What follows belongs to an exercise in optimizing a design on an open flow for small area; a production flow would make more cautious choices.
Only simulation tests tie the RTL to the original design; equivalence was not proved.
Power and IR drop assume default switching activity. The flow treats the clock pin as an ideal source, which a real chip does not have.

==> flow/design.v <==
module vga_color_pipe #(
    parameter int unsigned IN_W     = 8,
    parameter int unsigned CH_W     = 4,
    parameter int unsigned BR_W     = 4,
    parameter int unsigned FADE_DIV = 2
) (
    input  logic                clk_25m,
    input  logic                rst_n,
    input  logic                valid,
    input  logic [IN_W-1:0]     screen_data,
    input  logic [1:0]          mode,
    input  logic                pal_we,
    input  logic [IN_W-1:0]     pal_addr,
    input  logic [3*CH_W-1:0]   pal_wdata,
    input  logic                frame_tick,
    input  logic                fade_start,
    input  logic                fade_dir,
    output logic [3*CH_W-1:0]   rgb,
    output logic                rgb_valid,
    output logic                fade_busy,
    output logic                fade_done
);
    localparam int unsigned RGB_W = 3 * CH_W;
    localparam int unsigned DEPTH = 1 << IN_W;
    logic             r_phase;
    logic [RGB_W-1:0] r_s1_pal;
    logic [IN_W-1:0]  r_s1_data;
    logic             r_s1_valid;
    logic [1:0]       r_s1_mode;
    logic [15:0]      w_whi, w_wlo, w_rhi, w_rlo;
    logic [DEPTH-1:0] w_wsel;     
    logic [DEPTH-1:0] w_wsel_n;
    logic [DEPTH-1:0] w_rsel_n;   
    logic [RGB_W-1:0] w_wcol;
    logic [RGB_W-1:0] w_word [0:DEPTH-1];
    always_comb begin
        for (int k = 0; k < 16; k++) begin
            w_whi[k] = pal_we && (pal_addr[7:4] == k[3:0]);
            w_wlo[k] = (pal_addr[3:0] == k[3:0]);
            w_rhi[k] = (screen_data[7:4] == k[3:0]);
            w_rlo[k] = (screen_data[3:0] == k[3:0]);
        end
        for (int i = 0; i < DEPTH; i++) begin
            w_wsel[i]   = w_whi[i/16] & w_wlo[i%16];
            w_wsel_n[i] = ~(w_whi[i/16] & w_wlo[i%16]);
            w_rsel_n[i] = ~(w_rhi[i/16] & w_rlo[i%16]);
        end
    end
    assign w_wcol = pal_wdata ^ {RGB_W{r_phase}};
    always_ff @(posedge clk_25m) begin
        r_phase <= ~r_phase;
    end
    genvar gi, gj;
    generate
        for (gi = 0; gi < DEPTH; gi++) begin : g_row
            logic [RGB_W-1:0] r_word;
            logic [RGB_W-1:0] w_next;
            for (gj = 0; gj < RGB_W; gj++) begin : g_bit
                vcp_o22ai u_wr (.a1(r_word[gj]), .a2(w_wsel[gi]),
                                .b1(w_wcol[gj]), .b2(w_wsel_n[gi]), .y(w_next[gj]));
            end
            always_ff @(posedge clk_25m) begin
                r_word <= w_next;
            end
            assign w_word[gi] = r_word;
        end
    endgenerate
    logic [RGB_W-1:0] w_l1 [0:DEPTH/2-1];
    logic [RGB_W-1:0] w_l2 [0:DEPTH/32-1];
    logic [RGB_W-1:0] w_rd_n;    
    generate
        for (gi = 0; gi < DEPTH/2; gi++) begin : g_l1
            for (gj = 0; gj < RGB_W; gj++) begin : g_bit
                vcp_o22ai u_rd (.a1(w_word[2*gi][gj]), .a2(w_rsel_n[2*gi]),
                                .b1(w_word[2*gi+1][gj]), .b2(w_rsel_n[2*gi+1]),
                                .y(w_l1[gi][gj]));
            end
        end
        for (gi = 0; gi < DEPTH/32; gi++) begin : g_l2
            for (gj = 0; gj < RGB_W; gj++) begin : g_bit
                logic [15:0] w_in;
                for (genvar gk = 0; gk < 16; gk++) begin : g_in
                    assign w_in[gk] = w_l1[16*gi+gk][gj];
                end
                vcp_or16 u_or (.a(w_in), .y(w_l2[gi][gj]));
            end
        end
        for (gj = 0; gj < RGB_W; gj++) begin : g_l3
            vcp_or8 u_or (.a({w_l2[7][gj], w_l2[6][gj], w_l2[5][gj], w_l2[4][gj],
                               w_l2[3][gj], w_l2[2][gj], w_l2[1][gj], w_l2[0][gj]}),
                           .y(w_rd_n[gj]));
        end
    endgenerate
    always_ff @(posedge clk_25m) begin
        r_s1_pal <= ~(w_rd_n ^ {RGB_W{r_phase}});
    end
    always_ff @(posedge clk_25m) begin
        if (!rst_n) begin
            r_s1_valid <= 1'b0;
            r_s1_data  <= '0;
            r_s1_mode  <= '0;
        end else begin
            r_s1_valid <= valid;
            r_s1_data  <= screen_data;
            r_s1_mode  <= mode;
        end
    end
    logic [RGB_W-1:0] w_pal;
    logic [CH_W-1:0]  w_c0, w_c1, w_c2;
    assign w_pal = r_s1_pal;
    always_comb begin
        w_c0 = {r_s1_data[7:5], r_s1_data[7]};
        w_c1 = {r_s1_data[4:2], r_s1_data[4]};
        w_c2 = {r_s1_data[1:0], r_s1_data[1:0]};
        case (r_s1_mode)
            2'd1: begin
                w_c0 = w_pal[3:0];
                w_c1 = w_pal[7:4];
                w_c2 = w_pal[11:8];
            end
            2'd2: begin
                w_c0 = r_s1_data[7:4];
                w_c1 = r_s1_data[7:4];
                w_c2 = r_s1_data[7:4];
            end
            default: begin
            end
        endcase
    end
    localparam logic [1:0] IDLE = 2'd0, FADE_OUT = 2'd1, FADE_IN = 2'd2;
    logic [1:0]    r_state, w_state_nx;
    logic [BR_W:0] r_level, w_level_nx, w_target, w_step;
    logic          r_div, w_div_nx;
    logic          r_done, w_done_nx;
    function automatic logic [CH_W-1:0] scale(input logic [CH_W-1:0] c,
                                              input logic [BR_W:0]   lvl);
        logic [CH_W+BR_W:0] p;
        p = {{(BR_W+1){1'b0}}, c} * {{CH_W{1'b0}}, lvl};
        scale = p[BR_W +: CH_W];
    endfunction
    always_ff @(posedge clk_25m) begin
        if (!rst_n) begin
            rgb       <= '0;
            rgb_valid <= 1'b0;
        end else begin
            rgb_valid <= r_s1_valid;
            if (r_s1_valid) begin
                rgb <= {scale(w_c2, r_level), scale(w_c1, r_level), scale(w_c0, r_level)};
            end else begin
                rgb <= '0;
            end
        end
    end
    always_ff @(posedge clk_25m) begin
        if (!rst_n) begin
            r_state <= IDLE;
            r_level <= 5'd16;
            r_div   <= 1'b0;
            r_done  <= 1'b0;
        end else begin
            r_state <= w_state_nx;
            r_level <= w_level_nx;
            r_div   <= w_div_nx;
            r_done  <= w_done_nx;
        end
    end
    assign w_target = (r_state == FADE_IN) ? 5'd16 : 5'd0;
    assign w_step   = (r_state == FADE_IN) ? r_level + 1'b1 : r_level - 1'b1;
    always_comb begin
        w_state_nx = r_state;
        w_level_nx = r_level;
        w_div_nx   = r_div;
        w_done_nx  = 1'b0;
        if (r_state == IDLE) begin
            if (fade_start) begin
                w_state_nx = fade_dir ? FADE_IN : FADE_OUT;
                w_div_nx   = 1'b0;
            end
        end else if (frame_tick) begin
            if (r_div) begin
                w_div_nx = 1'b0;
                if (r_level == w_target) begin
                    w_state_nx = IDLE;
                    w_done_nx  = 1'b1;
                end else begin
                    w_level_nx = w_step;
                    if (w_step == w_target) begin
                        w_state_nx = IDLE;
                        w_done_nx  = 1'b1;
                    end
                end
            end else begin
                w_div_nx = 1'b1;
            end
        end
    end
    assign fade_busy = (r_state != IDLE);
    assign fade_done = r_done;
endmodule
module vcp_o22ai (
    input  logic a1, a2, b1, b2,
    output logic y
);
    assign y = ~((a1 | a2) & (b1 | b2));
endmodule
module vcp_or16 (
    input  logic [15:0] a,
    output logic        y
);
    assign y = |a;
endmodule
module vcp_or8 (
    input  logic [7:0] a,
    output logic       y
);
    assign y = |a;
endmodule
clock: 10.0 ns
lec_check: 0
cap_margin: 20
core_margin: 2
core_utilization: 40
slew_margin: 20
synth_hierarchical: 1
synth_minimum_keep_size: 0
run.sh (not shown) runs the stock make flow with config.mk's settings and CLKGATE_MAP_FILE= SYNTH_SCRIPT=/design/flow/synth_recipe.tcl, a recipe that flattens the netlist after the stock synthesis.
Rerun with:
- CTS_CLUSTER_DIAMETER: not set -> 100
- CTS_CLUSTER_SIZE: not set -> 20
After rerunning: Synthesized cell count stays the same; routed wire length came out lower by 0.93%; critical path depth came out higher by 1; global-route usage came out lower by 0.32 points; combinational power barely changes; final area came out lower by about 5.3%.
Rerun with:
==> flow/flow/run.sh (new file) <==
#!/bin/bash
# Own flow: the standard layout (standard.sh, unchanged synthesis) with
# different clock-tree and port-buffer options passed through ORFS's own
# environment hooks. Every tool's output goes to a log in this folder.
set -euo pipefail
export CTS_ARGS="-sink_clustering_enable -repair_clock_nets -dont_use_dummy_load -sink_clustering_size 28 -sink_clustering_max_diameter 100"
export BUFFER_PORTS_ARGS="-buffer_cell sky130_fd_sc_hd__buf_1"
bash standard.sh > standard_flow.log 2>&1
==> flow/standard.sh (new file) <==
#!/bin/bash
# synth_recipe.tcl (not shown) runs the flow's synth.tcl, then flattens the netlist and writes it again
# the make line also repeats each setting of config.mk as NAME=value (left out here)
make -C /OpenROAD-flow-scripts/flow DESIGN_CONFIG=/design/flow/config.mk WORK_HOME=/design/flow/orfs CLKGATE_MAP_FILE= SYNTH_SCRIPT=/design/flow/synth_recipe.tcl "${@:-finish}"
- CORE_UTILIZATION: 40 -> 65
- CTS_CLUSTER_SIZE: 20 -> 28
removed: flow/run.sh
=> Area after synthesis does not change. Wire length decreases by about 6%. Register-to-register slack gets worse by 0.17 ns. Cell area came out lower by 3.3%. Maximum frequency came out higher by 18%. Synthesized cell count stays the same.
Rerun with:
==> flow/run.sh (new file) <==
#!/bin/bash
# synth_recipe.tcl (not shown) runs the flow's synth.tcl, then flattens the netlist and writes it again
# the make line also repeats each setting of config.mk as NAME=value (left out here)
make -C /OpenROAD-flow-scripts/flow DESIGN_CONFIG=/design/flow/config.mk WORK_HOME=/design/flow/orfs CLKGATE_MAP_FILE= SYNTH_SCRIPT=/design/flow/synth_recipe.tcl finish
- CORE_UTILIZATION: 65 -> 60
- CTS_BUF_LIST: not set -> sky130_fd_sc_hd__clkbuf_8
- CTS_CLUSTER_DIAMETER: 100 -> not set
- CTS_CLUSTER_SIZE: 28 -> 30
removed: flow/flow/run.sh
removed: flow/standard.sh
Power rises by 23%.
Hold slack got worse by 0.0084 ns.
Design area rises by 6.7%.
Setup slack got worse by 0.26 ns.

## what the ideal ports hide
The flow's constraints put no driver on any port. The routed layouts listed below were extracted and timed again, unchanged, in two steps. Step 1 assumes that a clkbuf_16 drives the clock port and a buf_2 every other input. Step 2 adds t to the input delays and takes it off the output delays; t is the mean of the earliest and latest rising clock arrival at the registers after step 1. Input paths then give back, and output paths get back, about the clock's delay inside the block. Three values: ideal ports, drivers, drivers and shift; two values: the first two.
run | shift t [ns] | setup slack, ns | worst setup path at the end | slew at the worst register clock pin (ns) | cell pins on the clock port's net
the first run | 1.054 | 2.966 / 3.037 / 1.982 | input to register | 0.07 / 0.07 | 1
the second run | 0.974 | 2.849 / 2.923 / 1.949 | input to register | 0.10 / 0.10 | 1
the third run | 0.871 | 3.925 / 3.981 / 3.110 | input to register | 0.11 / 0.11 | 1
the fourth run | 1.179 | 3.666 / 3.726 / 2.547 | input to register | 0.07 / 0.07 | 1
After both steps every run listed still meets setup and hold. The setup slack of the fourth run, which loses most, moves by +0.060 ns with the drivers and by -1.119 ns with both steps.
